What follows belongs to an exercise in optimizing a design on an open flow for a short achievable clock period and few clock cycles per item; a production flow would make more cautious choices. The RTL was checked by simulation tests, not by an equivalence proof against the original design.

==> inputs of run a <==
==> flow/design.v (excerpt) <==
module hand_landmark_gesture_tracker_unit
#(
  parameter int COORD_BITS = COORD_BITS_DEF
) (
  input  logic                          clk_i,
  input  logic                          rst_ni,
  input  logic                          cfg_we_i,
  input  logic [CFG_IDX_W-1:0]          cfg_index_i,
  input  logic [CFG_DATA_W-1:0]         cfg_data_i,
  input  logic                          in_valid_i,
  output logic                          in_stall_o,
  input  logic [1:0]                    func_i,
  input  logic [POINT_IDX_W-1:0]        point_index_i,
  input  logic signed [COORD_BITS-1:0]  point_x_i,
  input  logic signed [COORD_BITS-1:0]  point_y_i,
  input  logic                          last_i,
  output logic                          out_valid_o,
  input  logic                          out_stall_i,
  output logic                          hand_detected_o,
  output logic                          painting_o,
  output logic                          erasing_o,
  output logic [FINGER_W-1:0]           finger_count_o,
  output logic signed [COORD_BITS-1:0]  eraser_x_o,
  output logic signed [COORD_BITS-1:0]  eraser_y_o,
  output logic [RADIUS_W-1:0]           eraser_radius_o,
  output logic                          track_valid_o,
  output logic [DIM_W-1:0]              search_x_o,
  output logic [DIM_W-1:0]              search_y_o,
  output logic [DIM_W-1:0]              search_w_o,
  output logic [DIM_W-1:0]              search_h_o
);
  localparam int RES_W = 97;
  localparam int OUT_DEPTH = 5;
  logic [11:0] cfg_w_q, cfg_h_q, cfg_span_q;
  logic [3:0]  cfg_wt_q;
  logic [7:0]  cfg_lim_q;
  logic [3:0]  w_old_q, w_new_q;
  logic [11:0] wm1_q, hm1_q;
  logic        w_zero_q, h_zero_q;
  ...
Settings: LEC_CHECK=0, ABC_CLOCK_PERIOD_IN_PS=3000, CAP_MARGIN=20, CORE_MARGIN=2, CORE_UTILIZATION=65, PLACE_DENSITY=0.75, SLEW_MARGIN=20; clock period 13.0 ns.
standard.sh (not shown) runs the stock make flow with config.mk's settings and CLKGATE_MAP_FILE= SYNTH_SCRIPT=/design/flow/synth_recipe.tcl, a recipe that flattens the netlist after the stock synthesis.
==> flow/flow/run.sh <==
#!/bin/bash
set -uo pipefail
bash standard.sh MATCH_CELL_FOOTPRINT=0 SETUP_SLACK_MARGIN=9.5 finish > flow_standard.log 2>&1
==> run b: changes against run a <==
--- a/flow/design.v
+++ b/flow/design.v
@@ -144,11 +144,11 @@
   logic alive2_q;
   always_ff @(posedge clk_i or negedge rst_ni) begin
     if (!rst_ni) alive2_q <= 1'b0;
     else alive2_q <= alive_q;
   end
-  logic        in_stall_q;
+  logic        ready_q;   
   logic [2:0]  wait_q;
   logic [3:0]  used_q;
   logic        acc, acc_res, take, hazard;
   logic        s1_v, s1_last, s1_st;
   logic [1:0]  s1_func;
@@ -159,11 +159,11 @@
   logic [4:0]  s2_idx, s3_idx, s4_idx;
   logic        out_valid_q;
   logic [2:0]  cnt_q;
   logic [2:0]  wait_n;
   logic [3:0]  used_n;
-  assign in_stall_o = in_stall_q;
+  assign in_stall_o = !ready_q;
   assign acc     = in_valid_i && alive2_q && (wait_q == 3'd0) && (used_q < 4'(OUT_DEPTH));
   assign acc_res = acc && ((func_i == 2'd1) || (func_i == 2'd2) || ((func_i == 2'd0) && last_i));
   assign take    = (cnt_q != 3'd0) && !out_stall_i;
   assign hazard  = acc && (func_i == 2'd0) && (point_index_i < 5'd21) &&
                    ((s1_v && s1_st && (s1_idx == point_index_i)) ||
@@ -172,12 +172,12 @@
                     (s3_v && s3_st && (s3_idx == point_index_i)));
   assign wait_n  = hazard ? 3'd4 : ((wait_q != 3'd0) ? wait_q - 3'd1 : 3'd0);
   assign used_n  = used_q + {3'd0, acc_res} - {3'd0, take};
   assign fire1   = s1_v && (wait_q == 3'd0);
   always_ff @(posedge clk_i or negedge rst_ni) begin
-    if (!rst_ni) in_stall_q <= 1'b1;
-    else in_stall_q <= !alive_q || (wait_n != 3'd0) || (used_n >= 4'(OUT_DEPTH));
+    if (!rst_ni) ready_q <= 1'b0;
+    else ready_q <= alive_q && (wait_n == 3'd0) && (used_n < 4'(OUT_DEPTH));
   end
   always_ff @(posedge clk_i) begin
     if (!alive_q) begin
       wait_q     <= 3'd0;
       used_q     <= 4'd0;
CORE_UTILIZATION = 50   (was 65)
PLACE_DENSITY = default   (was 0.75)
==> run c: changes against run a <==
--- a/flow/design.v
+++ b/flow/design.v
@@ -144,11 +144,11 @@
   logic alive2_q;
   always_ff @(posedge clk_i or negedge rst_ni) begin
     if (!rst_ni) alive2_q <= 1'b0;
     else alive2_q <= alive_q;
   end
-  logic        in_stall_q;
+  logic        ready_q;   
   logic [2:0]  wait_q;
   logic [3:0]  used_q;
   logic        acc, acc_res, take, hazard;
   logic        s1_v, s1_last, s1_st;
   logic [1:0]  s1_func;
@@ -159,11 +159,11 @@
   logic [4:0]  s2_idx, s3_idx, s4_idx;
   logic        out_valid_q;
   logic [2:0]  cnt_q;
   logic [2:0]  wait_n;
   logic [3:0]  used_n;
-  assign in_stall_o = in_stall_q;
+  assign in_stall_o = !ready_q;
   assign acc     = in_valid_i && alive2_q && (wait_q == 3'd0) && (used_q < 4'(OUT_DEPTH));
   assign acc_res = acc && ((func_i == 2'd1) || (func_i == 2'd2) || ((func_i == 2'd0) && last_i));
   assign take    = (cnt_q != 3'd0) && !out_stall_i;
   assign hazard  = acc && (func_i == 2'd0) && (point_index_i < 5'd21) &&
                    ((s1_v && s1_st && (s1_idx == point_index_i)) ||
@@ -172,12 +172,12 @@
                     (s3_v && s3_st && (s3_idx == point_index_i)));
   assign wait_n  = hazard ? 3'd4 : ((wait_q != 3'd0) ? wait_q - 3'd1 : 3'd0);
   assign used_n  = used_q + {3'd0, acc_res} - {3'd0, take};
   assign fire1   = s1_v && (wait_q == 3'd0);
   always_ff @(posedge clk_i or negedge rst_ni) begin
-    if (!rst_ni) in_stall_q <= 1'b1;
-    else in_stall_q <= !alive_q || (wait_n != 3'd0) || (used_n >= 4'(OUT_DEPTH));
+    if (!rst_ni) ready_q <= 1'b0;
+    else ready_q <= alive_q && (wait_n == 3'd0) && (used_n < 4'(OUT_DEPTH));
   end
   always_ff @(posedge clk_i) begin
     if (!alive_q) begin
       wait_q     <= 3'd0;
       used_q     <= 4'd0;
CORE_UTILIZATION = 70   (was 65)
PLACE_DENSITY = 0.8   (was 0.75)
==> run notes <==
- In run a the register-to-register slack is better than in run c, by 770 ps.
- The highest critical path depth belongs to run c, the lowest to run a.
- Die area, highest first: run b, run a, run c.
- Of run c and run b, run b has the higher non-clock buffer count (gap 5).
- Core utilization: run c > run a > run b.
Testbench counts of run a, summed over its fixed seeds: cycles 15,144, items 15,000.
Testbench counts of run b, summed over its fixed seeds: cycles 15,144, items 15,000.
Testbench counts of run c, summed over its fixed seeds: cycles 15,144, items 15,000.

[static timing again, ports no longer ideal]
The flow's constraints put no driver on any port. The routed layouts listed below were extracted and timed again, unchanged, in two steps. Step 1, drivers: a clkbuf_16 drives clk_i and a buf_2 each remaining input, both assumed. Step 2 times the ports against the registers' clock, not the clock port: input delays grow and output delays shrink by t, the midpoint of the rising clock arrivals with the driver on. a / b / c = ideal ports / drivers / drivers and shift; a / b = the first two.
run	t, ns	setup slack, ns	worst setup path after step 2	slew at the worst register clock pin (ns)	cell pins on the clock port's net
run a	1.123	8.721 / 8.592 / 8.126	input to register	0.08 / 0.08	1
run b	1.165	8.794 / 8.654 / 8.289	input to register	0.07 / 0.07	1
run c	1.121	8.167 / 8.167 / 7.889	input to register	0.08 / 0.08	1
After both steps every run listed still meets setup and hold. The setup slack of run a, which loses most, moves by -0.129 ns with the drivers and by -0.595 ns with both steps.
